From an optimization exercise on the open Yosys and OpenROAD flow, aimed at small area, a short achievable clock period and few clock cycles per item; shortcuts taken in it are not production practice. At most, simulation tests tie the RTL to the original design; equivalence was not proved. Power figures rest on the tool's default switching activity, not on a simulated workload.

Design led_chain_chase_encoder_unit, start of the top module:
module led_chain_chase_encoder_unit (
  input  logic                          clk_i,
  input  logic                          rst_ni,
  input  logic                          psel,
  input  logic                          penable,
  input  logic                          pwrite,
  input  logic [lcce_pkg::ADDR_W-1:0]   paddr,
  input  logic [lcce_pkg::DATA_W-1:0]   pwdata,
  output logic [lcce_pkg::DATA_W-1:0]   prdata,
  output logic                          pready,
  input  logic                          in_valid_i,
  output logic                          in_stall_o,
  input  logic [lcce_pkg::STEP_W-1:0]   step_index_i,
  input  logic [7:0]                    red_i,
  input  logic [7:0]                    green_i,
  input  logic [7:0]                    blue_i,
  output logic                          out_valid_o,
  input  logic                          out_stall_i,
  output logic [7:0]                    bit7_code_o,
  output logic [7:0]                    bit6_code_o,
  output logic [7:0]                    bit5_code_o,
  output logic [7:0]                    bit4_code_o,
  output logic [7:0]                    bit3_code_o,
  output logic [7:0]                    bit2_code_o,
  output logic [7:0]                    bit1_code_o,
  output logic [7:0]                    bit0_code_o,
  output logic                          reset_slot_o,
  output logic                          last_of_frame_o
);
  logic [7:0]  blink_period, zero_code, one_code, zero_eff;
  logic [3:0]  active_pixels;
  logic [2:0]  dim_shift;
  logic        acc_q, fix_q, take, ready_next, reads_done_next, lit;
  logic [11:0] pix_oh;
  logic [2:0]  sel_oh;
  logic        cfg_wr;
  logic [7:0]  rd_byte, bits;
  logic        rslot;
  logic [23:0] pixel;
  assign pready = 1'b1;
  ...
For scale: ~1500 cells after synthesis, roughly 20000 µm² of cells after synthesis.
clock: 4.5 ns
lec_check: 0
cap_margin: 20
core_margin: 2
core_utilization: 40
setup_slack_margin: 1.5
slew_margin: 20
run.sh (not shown) runs the stock make flow with config.mk's settings and CLKGATE_MAP_FILE= SYNTH_SCRIPT=/design/flow/synth_recipe.tcl, a recipe that flattens the netlist after the stock synthesis.
The first run completed without violations.
Change:
--- a/flow/config.mk
+++ b/flow/config.mk
@@ -9,4 +9,4 @@
 export CORE_MARGIN = 2
 export CORE_UTILIZATION = 40
-export SETUP_SLACK_MARGIN = 1.5
+export SETUP_SLACK_MARGIN = 2.3
 export SLEW_MARGIN = 20
Result:
- routed wire length increases by 12%
- total power increases by 7.6%
- global-route usage increases by 2.4 points
- non-clock buffer count increases by 162
- clock-buffer cell count increases by 2
- area after synthesis does not change
- via count increases by 7.8%
- combinational power increases by 32%
- design area increases by 11%
No functional check of the RTL was part of any run of this note.

---

delta:
led_chain_chase_encoder_unit, a different RTL version from the one above (not shown whole).
Size in the first run: ~1500 cells after synthesis, about 390 flip-flops, about 190 I/O pins, roughly 18000 µm² of cells after synthesis.
Settings: LEC_CHECK=0, CAP_MARGIN=20, CORE_MARGIN=2, CORE_UTILIZATION=40, SETUP_SLACK_MARGIN=2.0, SLEW_MARGIN=20; clock period 4.5 ns.
delta finished end to end and its layout was clean on timing, DRC and antenna.
What xenon does differently from delta at the input level:
Settings: SETUP_SLACK_MARGIN removed (was 2.0).
--- outcome ---
- Part of the cycle the worst path needs sits higher in xenon than in delta.
- xenon vs delta: wire length of the first global-routing pass down
- Between xenon and delta, the difference in clock insertion delay at the later pin of the skew report is negligible.
- In xenon, the count of clock-buffer cells in the layout came out 3 below the value in delta.
- The buffers plus inverters on the worst setup path of xenon is lower than that of delta.
- in2reg as the type of the setup path with the least slack was reported by delta, and reg2reg by xenon.
- Compared with delta, in xenon cell area moved down; post-layout total power moved down; non-clock buffer contribution to total cell area moved down.
- Going from delta to xenon, initial antenna violation count picked up an extra 1, growth of design area from synthesis to finish lost 5.4 points.
No functional check of the RTL was part of any run of this note.

---

led_chain_chase_encoder_unit, a different RTL version from the one above (not shown whole).
For scale: roughly 1300 cells after synthesis, roughly 410 flip-flops, ~190 I/O pins, ~19000 um^2 of cells after synthesis.
export LEC_CHECK = 0
export CAP_MARGIN = 20
export CORE_MARGIN = 2
export CORE_UTILIZATION = 40
export SETUP_SLACK_MARGIN = 1.8
export SLEW_MARGIN = 20
create_clock -name core_clock -period 4.5 [get_ports {clk_i}]
The first run completed with no timing, DRC or antenna violations.
Testbench counts at the start, summed over its fixed seeds: cycles 98,032, steps 4,608.
Change:
SETUP_SLACK_MARGIN = 2.2   (was 1.8)
Effect: The changed run passed the timing, DRC and antenna checks. Combinational power rose by 17%. Maximum frequency rose by 5.7%. Clock skew stays flat. Power rose by 0.61%. Worst setup slack is better by 0.15 ns. Final cell count rose by 2.4%. Routed wire length rose by 4.4%. Non-clock buffer count rose by 59. Cell area rose by 3.3%. Clock power fell by 8.3%.
Change:
CORE_UTILIZATION = 60   (was 40)
CTS_CLUSTER_DIAMETER = 100   (was default)
CTS_CLUSTER_SIZE = 30   (was default)
=> Die area is lower by 33%. Via count shrinks by 1.7%. Register-to-register slack got worse by 0.05 ns. Fmax decreases by 1.7%. Core utilization grows by 21 points. Synthesized cell count does not change. Cell count goes down by 12%. Hold slack improves by 0.013 ns. Worst setup slack is worse by 0.047 ns.
Change:
CTS_CLUSTER_DIAMETER = 80   (was 100)
CTS_CLUSTER_SIZE = 24   (was 30)
SETUP_SLACK_MARGIN = 2.0   (was 2.2)
After rerunning:
- final area falls by 2.6%
- cell count falls by 1.4%
- synthesized cell count does not change
- critical path depth falls by 2
- via count falls by 1.6%
- global-route usage falls by 0.23 points
- combinational power falls by 8.0%
- area after synthesis does not change
- clock power rises by 18%

---

led_chain_chase_encoder_unit, a different RTL version from the one above (not shown whole).
Size in the first run: about 1400 cells after synthesis, about 190 I/O pins, roughly 18000 um2 of cells after synthesis.
Settings: LEC_CHECK=0, CAP_MARGIN=20, CORE_MARGIN=2, CORE_UTILIZATION=65, CTS_CLUSTER_DIAMETER=80, CTS_CLUSTER_SIZE=24, SETUP_SLACK_MARGIN=2.0, SLEW_MARGIN=20; clock period 4.5 ns.
Testbench counts at the start, summed over its fixed seeds: cycles 98,032, steps 4,608.
Then changed:
CORE_UTILIZATION = 60   (was 65)
Wire length goes up by a few percent.
Worst setup slack is better by 0.039 ns.
Power grows slightly.

---

Another version of the RTL of led_chain_chase_encoder_unit (not shown whole).
Size in the first run: about 1,500 cells after synthesis, roughly 370 flip-flops, ~190 I/O pins, about 17,000 um2 of cells after synthesis.
export LEC_CHECK = 0
export CAP_MARGIN = 20
export CORE_MARGIN = 2
export CORE_UTILIZATION = 40
export SLEW_MARGIN = 20
create_clock -name core_clock -period 4.5 [get_ports {clk_i}]
The first run ran to the end with violations: negative setup slack.
Change:
Settings changed: ABC_CLOCK_PERIOD_IN_PS set to 2200, SETUP_SLACK_MARGIN set to 2.3.
Outcome: The changed run finished with negative setup slack left. Cell area rises by 12%. Worst setup slack gets worse by 0.051 ns. Synthesized area is unchanged. Count of clock-buffer cells in the layout rises by 1. Combinational power rises by 29%. Via count rises by 8.2%. Final cell count rises by 5.1%. Power rises by 9.3%.
No run of this note included a check of the RTL's function; only the layout flow was run.

## port drivers added, routing unchanged
How much do the figures lean on ideal ports? The routed layouts below were timed once more, with nothing changed but the port constraints.
Step 1 (the two cells are an assumption about what drives the block):
set clk [get_ports {clk_i}]
set_driving_cell -lib_cell sky130_fd_sc_hd__clkbuf_16 $clk
set_driving_cell -lib_cell sky130_fd_sc_hd__buf_2 [delete_from_list [all_inputs] $clk]
Step 2, shift: input delay + t, output delay - t, t = (earliest + latest rising clock arrival at the registers) / 2. This alone moves slack from input paths to output paths.
a / b / c = no drivers / after step 1 / after step 2; a / b = the first two.
run | t, ns | slack for setup (ns) | cell pins on the clock port's net
the first run of note 1 | 0.645 | 1.467 / 1.467 / 1.005 | 1
the second run of note 1 | 0.633 | 1.477 / 1.477 / 0.964 | 1
delta | 0.619 | 0.720 / 0.753 / 0.134 | 1
xenon | 0.631 | 0.358 / 0.358 / -0.213 | 1
the first run of note 3 | 0.630 | 1.653 / 1.596 / 1.297 | 1
the second run of note 3 | 0.629 | 1.807 / 1.807 / 1.650 | 1
the third run of note 3 | 0.566 | 1.760 / 1.760 / 1.724 | 1
the fourth run of note 3 | 0.595 | 1.822 / 1.822 / 1.511 | 1
the first run of note 4 | 0.573 | 1.975 / 1.931 / 1.483 | 1
the second run of note 4 | 0.591 | 2.015 / 1.968 / 1.480 | 1
the first run of note 5 | 0.597 | -0.369 / -0.369 / -0.909 | 1
the second run of note 5 | 0.597 | -0.420 / -0.389 / -0.986 | 1
Met with ideal ports but missed after step 2: setup timing in xenon. The setup slack of delta, which loses most, moves by +0.033 ns with the drivers and by -0.586 ns with both steps.
